This design comes from an exercise in tuning for small area, a short achievable clock period and few clock cycles per item on the open sky130 flow, not from production work.
Function was checked by simulation only, so behaviour that the tests miss may differ from the original.
No activity file was given, so power comes from the tool's default toggle rates.

$ cat config.mk
export PLATFORM = sky130hd
export DESIGN_NAME = zigzag_matrix_reorder_core
export DESIGN_NICKNAME = zigzag_matrix_reorder_core
export VERILOG_FILES = /design/flow/design.v
export SDC_FILE = /design/flow/constraint.sdc
export NUM_CORES = 4
export LEC_CHECK = 0
export CAP_MARGIN = 20
export CORE_MARGIN = 2
export CORE_UTILIZATION = 55
export CTS_CLUSTER_DIAMETER = 80
export CTS_CLUSTER_SIZE = 30
export SETUP_SLACK_MARGIN = 4.2
export SLEW_MARGIN = 20
$ cat constraint.sdc
create_clock -name core_clock -period 7.0 [get_ports {clk}]
set_input_delay 1.4000 -clock core_clock [delete_from_list [all_inputs] [get_ports {clk}]]
set_output_delay 1.4000 -clock core_clock [all_outputs]
set_load 0.01 [all_outputs]
$ cat design.v
package zmr_pkg;
  localparam int MAX_ROWS = 8;
  localparam int MAX_COLS = 8;
  localparam int DEPTH    = MAX_ROWS * MAX_COLS;
  localparam int AW       = $clog2(DEPTH);
  localparam int DW       = 32;
endpackage
module zmr_store (
  input  logic                     clk,
  input  logic                     we,
  input  logic [7:0]               whi,      
  input  logic [7:0]               wlo,      
  input  logic [zmr_pkg::DW-1:0]   wdata,
  input  logic [zmr_pkg::AW-1:0]   raddr,
  output logic [zmr_pkg::DW-1:0]   rdata
);
  logic [zmr_pkg::DW-1:0] mem [0:zmr_pkg::DEPTH-1];
  always_ff @(posedge clk) begin
    for (int a = 0; a < zmr_pkg::DEPTH; a++) begin
      if (we && whi[a / 8] && wlo[a % 8]) begin
        mem[a] <= wdata;
      end
    end
  end
  logic [zmr_pkg::DEPTH-1:0] rsel;
  always_comb begin
    for (int a = 0; a < zmr_pkg::DEPTH; a++) rsel[a] = (raddr == zmr_pkg::AW'(a));
  end
  always_comb begin
    rdata = '0;
    for (int a = 0; a < zmr_pkg::DEPTH; a++) rdata = rdata | (mem[a] & {zmr_pkg::DW{rsel[a]}});
  end
endmodule
module zmr_scan (
  input  logic                   clk,
  input  logic                   restart,
  input  logic [2:0]             rm1,
  input  logic [2:0]             cm1,
  input  logic                   adv,      
  input  logic                   lay,      
  output logic [zmr_pkg::AW-1:0] raddr,
  output logic                   last
);
  logic [2:0] r_r, c_r;
  logic       up_r;
  logic [5:0] za_r, k_r, ra_r;
  logic [2:0] r_n, c_n;
  logic       up_n;
  logic [5:0] za_n;
  logic       full;
  assign full = (rm1 == 3'd7) && (cm1 == 3'd7);
  logic [5:0] alt_a, k_n;
  assign k_n = k_r + 6'd1;
  always_comb begin
    case (k_n)
      6'd0: alt_a = 6'd0;
      6'd1: alt_a = 6'd1;
      6'd2: alt_a = 6'd2;
      6'd3: alt_a = 6'd3;
      6'd4: alt_a = 6'd4;
      6'd5: alt_a = 6'd5;
      6'd6: alt_a = 6'd6;
      6'd7: alt_a = 6'd27;
      6'd8: alt_a = 6'd8;
      6'd9: alt_a = 6'd9;
      6'd10: alt_a = 6'd10;
      6'd11: alt_a = 6'd11;
      6'd12: alt_a = 6'd12;
      6'd13: alt_a = 6'd13;
      6'd14: alt_a = 6'd7;
      6'd15: alt_a = 6'd15;
      6'd16: alt_a = 6'd14;
      6'd17: alt_a = 6'd21;
      6'd18: alt_a = 6'd26;
      6'd19: alt_a = 6'd19;
      6'd20: alt_a = 6'd16;
      6'd21: alt_a = 6'd17;
      6'd22: alt_a = 6'd18;
      6'd23: alt_a = 6'd20;
      6'd24: alt_a = 6'd24;
      6'd25: alt_a = 6'd25;
      6'd26: alt_a = 6'd23;
      6'd27: alt_a = 6'd31;
      6'd28: alt_a = 6'd22;
      6'd29: alt_a = 6'd37;
      6'd30: alt_a = 6'd30;
      6'd31: alt_a = 6'd29;
      6'd32: alt_a = 6'd28;
      6'd33: alt_a = 6'd41;
      6'd34: alt_a = 6'd33;
      6'd35: alt_a = 6'd32;
      6'd36: alt_a = 6'd40;
      6'd37: alt_a = 6'd34;
      6'd38: alt_a = 6'd35;
      6'd39: alt_a = 6'd36;
      6'd40: alt_a = 6'd44;
      6'd41: alt_a = 6'd39;
      6'd42: alt_a = 6'd38;
      6'd43: alt_a = 6'd47;
      6'd44: alt_a = 6'd46;
      6'd45: alt_a = 6'd45;
      6'd46: alt_a = 6'd43;
      6'd47: alt_a = 6'd42;
      6'd48: alt_a = 6'd48;
      6'd49: alt_a = 6'd49;
      6'd50: alt_a = 6'd50;
      6'd51: alt_a = 6'd51;
      6'd52: alt_a = 6'd52;
      6'd53: alt_a = 6'd53;
      6'd54: alt_a = 6'd55;
      6'd55: alt_a = 6'd54;
      6'd56: alt_a = 6'd56;
      6'd57: alt_a = 6'd57;
      6'd58: alt_a = 6'd58;
      6'd59: alt_a = 6'd59;
      6'd60: alt_a = 6'd60;
      6'd61: alt_a = 6'd61;
      6'd62: alt_a = 6'd62;
      6'd63: alt_a = 6'd63;
      default: alt_a = 6'd0;
    endcase
  end
  assign last  = (r_r == rm1) && (c_r == cm1);
  assign raddr = ra_r;
  always_comb begin
    r_n  = r_r;
    c_n  = c_r;
    up_n = up_r;
    za_n = za_r;
    if (!up_r) begin
      if ((r_r == rm1) || (c_r == 3'd0)) begin
        up_n = 1'b1;
        if (r_r != rm1) begin
          r_n  = r_r + 3'd1;
          za_n = za_r + {3'd0, cm1} + 6'd1;
        end else begin
          c_n  = c_r + 3'd1;
          za_n = za_r + 6'd1;
        end
      end else begin
        r_n  = r_r + 3'd1;
        c_n  = c_r - 3'd1;
        za_n = za_r + {3'd0, cm1};
      end
    end else begin
      if ((r_r == 3'd0) || (c_r == cm1)) begin
        up_n = 1'b0;
        if (c_r != cm1) begin
          c_n  = c_r + 3'd1;
          za_n = za_r + 6'd1;
        end else begin
          r_n  = r_r + 3'd1;
          za_n = za_r + {3'd0, cm1} + 6'd1;
        end
      end else begin
        r_n  = r_r - 3'd1;
        c_n  = c_r + 3'd1;
        za_n = za_r - {3'd0, cm1};
      end
    end
  end
  always_ff @(posedge clk) begin
    if (restart) begin
      ra_r <= '0;
    end else if (adv) begin
      if (last) begin
        ra_r <= za_r + 6'd1;
      end else begin
        ra_r <= (lay && full) ? alt_a : za_n;
      end
    end
  end
  always_ff @(posedge clk) begin
    if (restart) begin
      r_r  <= '0;
      c_r  <= '0;
      up_r <= 1'b0;
      za_r <= '0;
      k_r  <= '0;
    end else if (adv) begin
      if (last) begin
        r_r  <= '0;
        c_r  <= '0;
        up_r <= 1'b0;
        za_r <= za_r + 6'd1;
        k_r  <= '0;
      end else begin
        r_r  <= r_n;
        c_r  <= c_n;
        up_r <= up_n;
        za_r <= za_n;
        k_r  <= k_n;
      end
    end
  end
endmodule
module zmr_outq (
  input  logic                   clk,
  input  logic                   restart,
  input  logic [2:0]             rm1,
  input  logic [2:0]             cm1,
  input  logic [2:0]             rm1_nx,
  input  logic [2:0]             cm1_nx,
  input  logic                   adv,
  output logic [zmr_pkg::AW-1:0] addr,
  output logic                   last,
  output logic                   lay
);
  logic       l_r;
  logic [2:0] r_r, c_r;
  logic [5:0] jm_r, j_r;
  logic       full;
  assign full = (rm1 == 3'd7) && (cm1 == 3'd7);
  assign last = (r_r == rm1) && (c_r == cm1);
  assign j_r  = jm_r + 6'd1;
  assign addr = (l_r && full) ? alt_a : j_r;
  assign lay  = l_r;
  logic [5:0] alt_a;
  always_comb begin
    case (j_r)
      6'd0: alt_a = 6'd0;
      6'd1: alt_a = 6'd2;
      6'd2: alt_a = 6'd3;
      6'd3: alt_a = 6'd9;
      6'd4: alt_a = 6'd10;
      6'd5: alt_a = 6'd16;
      6'd6: alt_a = 6'd17;
      6'd7: alt_a = 6'd32;
      6'd8: alt_a = 6'd1;
      6'd9: alt_a = 6'd4;
      6'd10: alt_a = 6'd8;
      6'd11: alt_a = 6'd11;
      6'd12: alt_a = 6'd19;
      6'd13: alt_a = 6'd18;
      6'd14: alt_a = 6'd33;
      6'd15: alt_a = 6'd40;
      6'd16: alt_a = 6'd5;
      6'd17: alt_a = 6'd27;
      6'd18: alt_a = 6'd12;
      6'd19: alt_a = 6'd26;
      6'd20: alt_a = 6'd20;
      6'd21: alt_a = 6'd41;
      6'd22: alt_a = 6'd34;
      6'd23: alt_a = 6'd48;
      6'd24: alt_a = 6'd6;
      6'd25: alt_a = 6'd13;
      6'd26: alt_a = 6'd21;
      6'd27: alt_a = 6'd24;
      6'd28: alt_a = 6'd28;
      6'd29: alt_a = 6'd35;
      6'd30: alt_a = 6'd42;
      6'd31: alt_a = 6'd49;
      6'd32: alt_a = 6'd7;
      6'd33: alt_a = 6'd14;
      6'd34: alt_a = 6'd25;
      6'd35: alt_a = 6'd29;
      6'd36: alt_a = 6'd36;
      6'd37: alt_a = 6'd43;
      6'd38: alt_a = 6'd50;
      6'd39: alt_a = 6'd57;
      6'd40: alt_a = 6'd15;
      6'd41: alt_a = 6'd23;
      6'd42: alt_a = 6'd30;
      6'd43: alt_a = 6'd44;
      6'd44: alt_a = 6'd45;
      6'd45: alt_a = 6'd51;
      6'd46: alt_a = 6'd56;
      6'd47: alt_a = 6'd58;
      6'd48: alt_a = 6'd31;
      6'd49: alt_a = 6'd37;
      6'd50: alt_a = 6'd39;
      6'd51: alt_a = 6'd46;
      6'd52: alt_a = 6'd52;
      6'd53: alt_a = 6'd54;
      6'd54: alt_a = 6'd59;
      6'd55: alt_a = 6'd62;
      6'd56: alt_a = 6'd22;
      6'd57: alt_a = 6'd38;
      6'd58: alt_a = 6'd47;
      6'd59: alt_a = 6'd53;
      6'd60: alt_a = 6'd55;
      6'd61: alt_a = 6'd60;
      6'd62: alt_a = 6'd61;
      6'd63: alt_a = 6'd63;
      default: alt_a = 6'd0;
    endcase
  end
  logic       n1_nx, n2_nx;
  logic [2:0] r2_nx, c2_nx;
  assign n1_nx = (rm1_nx == 3'd0) && (cm1_nx == 3'd0);
  assign n2_nx = ((rm1_nx == 3'd0) && (cm1_nx == 3'd1)) ||
                 ((rm1_nx == 3'd1) && (cm1_nx == 3'd0));
  always_comb begin
    if (n1_nx || n2_nx) begin
      r2_nx = 3'd0;
      c2_nx = 3'd0;
    end else if (cm1_nx >= 3'd2) begin
      r2_nx = 3'd0;
      c2_nx = 3'd2;
    end else if (cm1_nx == 3'd1) begin
      r2_nx = 3'd1;
      c2_nx = 3'd0;
    end else begin
      r2_nx = 3'd2;
      c2_nx = 3'd0;
    end
  end
  always_ff @(posedge clk) begin
    if (restart) begin
      l_r <= n2_nx;
      r_r <= r2_nx;
      c_r <= c2_nx;
      jm_r <= 6'd1;
    end else if (adv) begin
      jm_r <= j_r;
      if (last) begin
        l_r <= !l_r;
        r_r <= '0;
        c_r <= '0;
      end else begin
        if (c_r != cm1) begin
          c_r <= c_r + 3'd1;
        end else begin
          r_r <= r_r + 3'd1;
          c_r <= '0;
        end
      end
    end
  end
endmodule
module zigzag_matrix_reorder_core (
  input  logic                 clk,
  input  logic                 rst_n,
  input  logic                 in_valid,
  output logic                 in_stall,
  input  logic signed [31:0]   in_element_in,
  output logic                 out_valid,
  input  logic                 out_stall,
  output logic signed [31:0]   out_element_out,
  output logic                 out_last_of_scan,
  input  logic                 cfg_we,
  input  logic [0:0]           cfg_index,
  input  logic [3:0]           cfg_wdata
);
  localparam int AW = zmr_pkg::AW;
  localparam int DEPTH = zmr_pkg::DEPTH;
  logic [2:0]       rm1_r, cm1_r;
  logic             restart;
  logic             w0v_r, w1v_r, w0l_r, w1l_r, w0y_r, w1y_r;
  logic [AW-1:0]    w0a_r, w1a_r;
  logic [7:0]       w0hi_r, w0lo_r;    
  logic             wfree_r, in_stall_r;
  logic             w0_take, w1_take;
  logic [AW-1:0]    g_addr;
  logic             g_last, g_lay;
  logic [DEPTH-1:0] occ_r, occ_n;
  logic             ractive_r, rlay_r;
  logic             in_acc, start, can_out, issue_cur, issue_new, adv, lay_eff;
  logic [AW-1:0]    raddr;
  logic             rlast;
  logic [31:0]      mem_rdata, rdata;
  logic             out_valid_r, out_last_r;
  logic [31:0]      out_data_r, shown_data_r;
  logic             shown_last_r;
  assign restart = !rst_n || cfg_we;
  logic [2:0]       rm1_nx, cm1_nx, wsize_m1;
  always_comb begin
    if (cfg_wdata == 4'd0)  wsize_m1 = 3'd0;
    else if (cfg_wdata[3])  wsize_m1 = 3'd7;
    else                    wsize_m1 = cfg_wdata[2:0] - 3'd1;
  end
  always_comb begin
    rm1_nx = rm1_r;
    cm1_nx = cm1_r;
    if (!rst_n) begin
      rm1_nx = 3'd7;
      cm1_nx = 3'd7;
    end else if (cfg_we) begin
      if (cfg_index == 1'b0) rm1_nx = wsize_m1;
      else                   cm1_nx = wsize_m1;
    end
  end
  always_ff @(posedge clk) begin
    rm1_r <= rm1_nx;
    cm1_r <= cm1_nx;
  end
  assign in_stall = in_stall_r;
  assign in_acc   = in_valid && wfree_r && !cfg_we;
  assign start    = in_acc && w0l_r;
  assign w0_take = in_acc || !w0v_r;
  assign w1_take = w0_take || !w1v_r;
  zmr_outq u_wseq (
    .clk     (clk),
    .restart (restart),
    .rm1     (rm1_r),
    .cm1     (cm1_r),
    .rm1_nx  (rm1_nx),
    .cm1_nx  (cm1_nx),
    .adv     (w1_take && !restart),
    .addr    (g_addr),
    .last    (g_last),
    .lay     (g_lay)
  );
  logic n1_nx, n2_nx;
  assign n1_nx = (rm1_nx == 3'd0) && (cm1_nx == 3'd0);
  assign n2_nx = ((rm1_nx == 3'd0) && (cm1_nx == 3'd1)) ||
                 ((rm1_nx == 3'd1) && (cm1_nx == 3'd0));
  always_ff @(posedge clk) begin
    if (restart) begin
      w0v_r <= 1'b1;
      w1v_r <= 1'b1;
    end else begin
      if (w0_take) w0v_r <= w1v_r;
      if (w1_take) w1v_r <= 1'b1;
    end
  end
  always_ff @(posedge clk) begin
    if (restart) begin
      w0hi_r <= 8'd1;
      w0lo_r <= 8'd1;
    end else if (w0_take) begin
      w0hi_r <= 8'd1 << w1a_r[5:3];
      w0lo_r <= 8'd1 << w1a_r[2:0];
    end
  end
  always_ff @(posedge clk) begin
    if (restart) begin
      w0a_r <= '0;
      w0l_r <= n1_nx;
      w0y_r <= 1'b0;
      w1a_r <= 6'd1;
      w1l_r <= n1_nx || n2_nx;
      w1y_r <= n1_nx;
    end else begin
      if (w0_take) begin
        w0a_r <= w1a_r;
        w0l_r <= w1l_r;
        w0y_r <= w1y_r;
      end
      if (w1_take) begin
        w1a_r <= g_addr;
        w1l_r <= g_last;
        w1y_r <= g_lay;
      end
    end
  end
  assign can_out   = !out_valid_r || !out_stall;
  assign issue_cur = ractive_r && can_out;
  assign issue_new = start && !ractive_r && can_out && !rlast;
  assign adv       = issue_cur || issue_new;
  assign lay_eff   = ractive_r ? rlay_r : w0y_r;
  zmr_scan u_scan (
    .clk     (clk),
    .restart (restart),
    .rm1   (rm1_r),
    .cm1   (cm1_r),
    .adv   (adv),
    .lay   (lay_eff),
    .raddr (raddr),
    .last  (rlast)
  );
  zmr_store u_store (
    .clk   (clk),
    .we    (wfree_r),
    .whi   (w0hi_r),
    .wlo   (w0lo_r),
    .wdata (in_element_in),
    .raddr (raddr),
    .rdata (mem_rdata)
  );
  assign rdata = mem_rdata;
  always_ff @(posedge clk) begin
    if (!rst_n) begin
      ractive_r <= 1'b0;
    end else if (adv && rlast) begin
      ractive_r <= 1'b0;
    end else if (start) begin
      ractive_r <= 1'b1;
    end
  end
  always_ff @(posedge clk) begin
    if (start) rlay_r <= w0y_r;
  end
  always_comb begin
    for (int a = 0; a < DEPTH; a++) begin
      occ_n[a] = !(adv && (raddr == AW'(a))) &&
                 (occ_r[a] || (in_acc && (w0a_r == AW'(a))));
    end
  end
  always_ff @(posedge clk) begin
    if (restart) occ_r <= '0;
    else         occ_r <= occ_n;
  end
  logic o0, o1, e0, e1, e01, wfree_n;
  assign o0  = occ_r[w0a_r];
  assign o1  = occ_r[w1a_r];
  assign e0  = (raddr == w0a_r);
  assign e1  = (raddr == w1a_r);
  assign e01 = (w0a_r == w1a_r);
  logic ractive_n;
  assign ractive_n = (ractive_r && !(adv && rlast)) || start;
  always_comb begin
    if (w0_take) begin
      wfree_n = w1v_r && ((adv && e1) || !(o1 || (in_acc && e01))) &&
                !(w1l_r && ractive_n);
    end else begin
      wfree_n = w0v_r && ((adv && e0) || !o0) && !(w0l_r && ractive_n);
    end
  end
  always_ff @(posedge clk) begin
    if (restart) begin
      wfree_r    <= 1'b1;
      in_stall_r <= 1'b0;
    end else begin
      wfree_r    <= wfree_n;
      in_stall_r <= !wfree_n;
    end
  end
  always_ff @(posedge clk) begin
    if (!rst_n) begin
      out_valid_r <= 1'b0;
    end else if (adv) begin
      out_valid_r <= 1'b1;
    end else if (!out_stall) begin
      out_valid_r <= 1'b0;
    end
  end
  logic out_valid_n;
  assign out_valid_n = adv || (out_valid_r && out_stall);
  always_ff @(posedge clk) begin
    if (adv) begin
      shown_data_r <= rdata;
      shown_last_r <= rlast;
    end
  end
  always_ff @(posedge clk) begin
    if (adv) begin
      out_data_r <= rdata;
      out_last_r <= rlast;
    end else if (out_valid_n) begin
      out_data_r <= shown_data_r;
      out_last_r <= shown_last_r;
    end else begin
      out_data_r <= '0;
      out_last_r <= 1'b0;
    end
  end
  assign out_valid        = out_valid_r;
  assign out_element_out  = out_data_r;
  assign out_last_of_scan = out_last_r;
endmodule
$ cat run.sh
#!/bin/bash
# synth_recipe.tcl (not shown) runs the flow's synth.tcl, then flattens the netlist and writes it again
# the make line also repeats each setting of config.mk as NAME=value (left out here)
make -C /OpenROAD-flow-scripts/flow DESIGN_CONFIG=/design/flow/config.mk WORK_HOME=/design/flow/orfs CLKGATE_MAP_FILE= SYNTH_SCRIPT=/design/flow/synth_recipe.tcl finish
==> results_dict.tcl <==
set metrics [dict create \
    synth.cell_area_sq_um 85340 \
    synth.avg_cell_area_sq_um 16.12 \
    timing.critical_path.to_type "flop" \
    worstSetupStartpointType "flop" \
    initial_core_util_pct 55.40 \
    period_share_pct 41.17 \
    power_switching_share_pct 22.63 \
    finish.instance_area_sq_um 95320 \
    clk_transition_reported_paths_ps 110 \
    placed_cells 7268 \
    clock-sinks 2259 \
    coreArea_sq_um 154000 \
    detailedRoute.firstPassIterationCount 6 \
    tritoncts "yes" \
    switching_power_mw 5.309 \
    synth.area.top_cells "edfxtp_1 74%, a22oi_1 8.9%, dfxtp_1 3.9%" \
    drt_antenna_net_count 0 \
    num_io_pins 77 \
    synth.lib_cells_used.distinct 76 \
    drt_drc_violations_left 0 \
    r2r-end "out_data_r[5]" \
    dieArea_sq_um 158300 \
    final-instance-count-excl-fill 7579 \
    pwr-share-comb_pct 2.9 \
    ctsRootBufferMaster "clkbuf_16" \
    area.growth.synth_to_final_pct 11.69 \
    crit_type "reg2reg" \
    post_cts_hold_buffers 0 \
    rsz0062_at_grt "no" \
    synthesis.instances 5293 \
    run_status "complete, no violations" \
    place.gp.congestion 0.8483 \
    grt_start_max_net_pins 83 \
    power_frac_seq_pct 63.2 \
    ctsHtreeMaxLevel 3 \
    max_slew_margin_pct 11.10 \
    power_leakage_nw 30.53 \
    detail_route.iter0.violations 12206 \
    finalHoldViolations 0 \
    area.sequential_sq_um 66240 \
    numCtsBuffers 107 \
    regToRegStartpoint "u_scan.ra_r[1]" \
    grt_pass1_vias 51682 \
    std_cell_rows 144 \
    die_y_um 397.9 \
    power_density_nw_per_um2 246.1 \
    dpl-instance-area_sq_um 89360 \
    nets 5517 \
    number_of_flops_mapped_to_enable_cells_by_yosys 2092 \
    synth-async-reset-ratio_pct 0 \
    grt_antenna_before_repair 25 \
    synth_top_area_share_pct 73.61 \
    cts-root-to-sink-buffers 3 \
    fin_crit_ps 2882 \
    max_freq_mhz 347.0 \
    post_route_cells_drive_above_1_share_pct 14.94 \
    synth_nets 5373 \
    synthDominantAreaCellType "edfxtp_1" \
    internal_power_mw 18.15 \
    worst_setup_slack_for_register_to_register_paths_ps 4120 \
    final.setup.tns_ps 0 \
    crit_end "out_data_r[5]" \
    synth_sequential_area_ratio_pct 77.53 \
    final.setup_skew_ps 43.71 \
    finalSetupViolations 0 \
    floorplan.die.width_um 397.9 \
    first_pass_grt_wire_length_um 468000 \
    worst_ep_required_time_ps 7700 \
    maxSlewViolCount 0 \
    holdWs_ps 464.6 \
    worst-endpoint-arrival_ps 3580 \
    dr_total_vias 58123 \
    peakVddDrop_mv 0.2234 \
    filler_cell_count_in_the_final_layout 11259 \
    max_cap_viol_count 0 \
    grt_util_all_layers_pct 44.65 \
    number_of_buffers_added_on_ports 76 \
    worst_hold_path_type "reg2reg" \
    clkLatencyLatePin_ps 820 \
    share_clk_of_total_power_pct 33.9 \
    final_wl_um 356800 \
    synth.yosys.warnings 5 \
    ys_dominant_reg_cell "edfxtp_1" \
    routed_via_density 7.669 \
    detailedPlace.worstSlack_ps 2521 \
    worst-slew-pin-transition_ps 1334 \
    place_hpwl_um 176300 \
    worst_r2r_path_depth 11 \
    ys_ff_latch 2259 \
    route.detailed.wl_per_inst_um 47.08 \
    setup_slack_ps 4118 \
    global_route.overflow_total 0 \
    cp_max_fo 28 \
    multi_input_area_sq_um 19170 \
    crit_start "u_scan.ra_r[1]" \
]
critical path: stages (launching register included):
cell and delay [ps]:
dfxtp_4 450, nand2b_4 240, buf_4 170, buf_4 140, nor2_4 90, buf_8 240
a22oi_1 260, nand2_1 100, nor4_2 370, nand4_1 150, buf_4 200, a22o_1 200
placed cells by master, fill, tap and decap left out, drive strengths merged, types with 18 or more instances in the layout:
master,Yosys,final
clkinv,0,29
o21ai,47,47
nor4,72,72
a22o,37,37
nand2,420,420
xnor2,35,35
nand4,123,123
and3,91,91
a2111oi,18,18
dfxtp,167,167
buf,114,316
a22oi,1012,1012
a21oi,152,152
nor2b,20,20
xor2,25,25
edfxtp,2092,2092
inv,46,88
nand3,48,48
clkbuf,202,119
mux4,31,31
nor3,91,91
nand2b,23,24
nor2,152,152
ha,36,36
a211oi,80,80
cells by family after synthesis:
family          after synthesis  synth area share, %
fa+ha+maj                    39               0.5865
flops                      2259                77.53
xor+xnor                     60               0.6158
buf+inv                     362                1.774
compound gates             1432                12.21
mux                          48                1.022
simple gates               1093                6.266
stage by stage:
| step | total power, mW | util (%) |
|---|---|---|
| finish | 23.46 | 61.88 |
| global route | 23.87 | 61.86 |
| CTS | 23.36 | 61.45 |
| detailed placement | 15.76 | 58.01 |
| global placement | 15.74 | 57.98 |
| floorplan | 15.39 | - |
flip-flops by register name (all words and copies together), names as in the netlist, 3 cells and up:
| signal | count |
|---|---|
| u_wseq.jm_r | 6 |
| u_scan.za_r | 6 |
| u_wseq.r_r | 3 |
| u_scan.r_r | 3 |
| w0lo_r | 8 |
| out_data_r | 32 |
| u_scan.ra_r | 6 |
| rm1_r | 3 |
| cm1_r | 3 |
| w0a_r | 6 |
| w1a_r | 6 |
| shown_data_r | 32 |
| u_scan.k_r | 6 |
| occ_r | 64 |
| w0hi_r | 8 |
| u_scan.c_r | 3 |
| u_store.mem | 2048 |
| u_wseq.c_r | 3 |
power groups by stage:
stage	logic [mW]	clock network (mW)	registers, mW
6_report	0.687	7.94	14.8
4_1_cts	0.650	7.88	14.8
3_5_place_dp	0.616	0	15.1
5_1_grt	0.721	8.31	14.8
2_1_floorplan	0.273	0	15.1
3_3_place_gp	0.603	0	15.1
how the worst min path moves through the flow:
| stage | startpoint | endpoint | slack, ps | cells after the start |
|---|---|---|---|---|
| after global placement | shown_data_r[20] | out_data_r[20] | 450 | 1 |
| after CTS | shown_data_r[17] | out_data_r[17] | 470 | 1 |
| after floorplan | shown_last_r | out_last_r | 420 | 2 |
| after global routing | shown_data_r[22] | out_data_r[22] | 490 | 1 |
| after detailed placement | shown_data_r[17] | out_data_r[17] | 450 | 1 |
| final | shown_data_r[5] | out_data_r[5] | 460 | 1 |
synth_stat cells, drive strengths merged, types with 5 or more instances:
| cell | n |
|---|---|
| a2111oi | 18 |
| a211o | 5 |
| a211oi | 80 |
| a21oi | 152 |
| a221o | 5 |
| a221oi | 7 |
| a22o | 37 |
| a22oi | 1012 |
| a311oi | 8 |
| a31oi | 9 |
| and2 | 7 |
| and3 | 91 |
| buf | 114 |
| clkbuf | 202 |
| dfxtp | 167 |
| edfxtp | 2092 |
| ha | 36 |
| inv | 46 |
| mux2i | 14 |
| mux4 | 31 |
| nand2 | 420 |
| nand2b | 23 |
| nand3 | 48 |
| nand4 | 123 |
| nand4b | 6 |
| nand4bb | 6 |
| nor2 | 152 |
| nor2b | 20 |
| nor3 | 91 |
| nor4 | 72 |
| o211ai | 9 |
| o21a | 7 |
| o21ai | 47 |
| or3 | 12 |
| or4b | 7 |
| xnor2 | 35 |
| xor2 | 25 |
area by class of cell:
cell class,count,share of cell area (%)
sequential,2259,69.50
timing repair buffer,346,3.493
multi-input combinational,2674,20.11
inverter,46,0.2205
clock inverter,77,1.050
antenna,13,0.03413
timing repair inverter,3,0.02363
clock buffer,117,2.892
tap,2044,2.683
routing by layer:
layer	wire [um]	part of all wire, %	vias to the layer above	track usage [%]
met5	165	0.046	-	0
met4	24450	6.9	16	23.99
met3	58600	16	1219	14.15
met2	151100	42	5655	64.01
met1	122500	34	29503	61.21
li1	-	-	21730	-
repair_timing:
action	CTS	global route
gates resized for setup	329	80
cloned	6	1
setup endpoints to repair	443	129
pin swaps	39	15
setup buffers	79	16
Testbench counts, summed over its fixed seeds: cycles 17,436, items 14,009.

==> afterwards: timing with drivers on the ports <==
The flow's constraints put no driver on any port. The routed layout listed below was extracted and timed again, unchanged, in two steps.
Step 1 (the two cells are an assumption about what drives the block):
set clk [get_ports {clk}]
set_driving_cell -lib_cell sky130_fd_sc_hd__clkbuf_16 $clk
set_driving_cell -lib_cell sky130_fd_sc_hd__buf_2 [delete_from_list [all_inputs] $clk]
Step 2, shift: input delay + t, output delay - t, t = (earliest + latest rising clock arrival at the registers) / 2. This alone moves slack from input paths to output paths.
Three values: no drivers, after step 1, after step 2; two values: the first two.
t, ns: 0.887
setup WS [ns]: 4.118 / 4.112 / 3.523
worst setup path after step 2: input to register
After both steps setup and hold are still met in this run. The setup slack of this run moves by -0.006 ns with the drivers and by -0.595 ns with both steps.
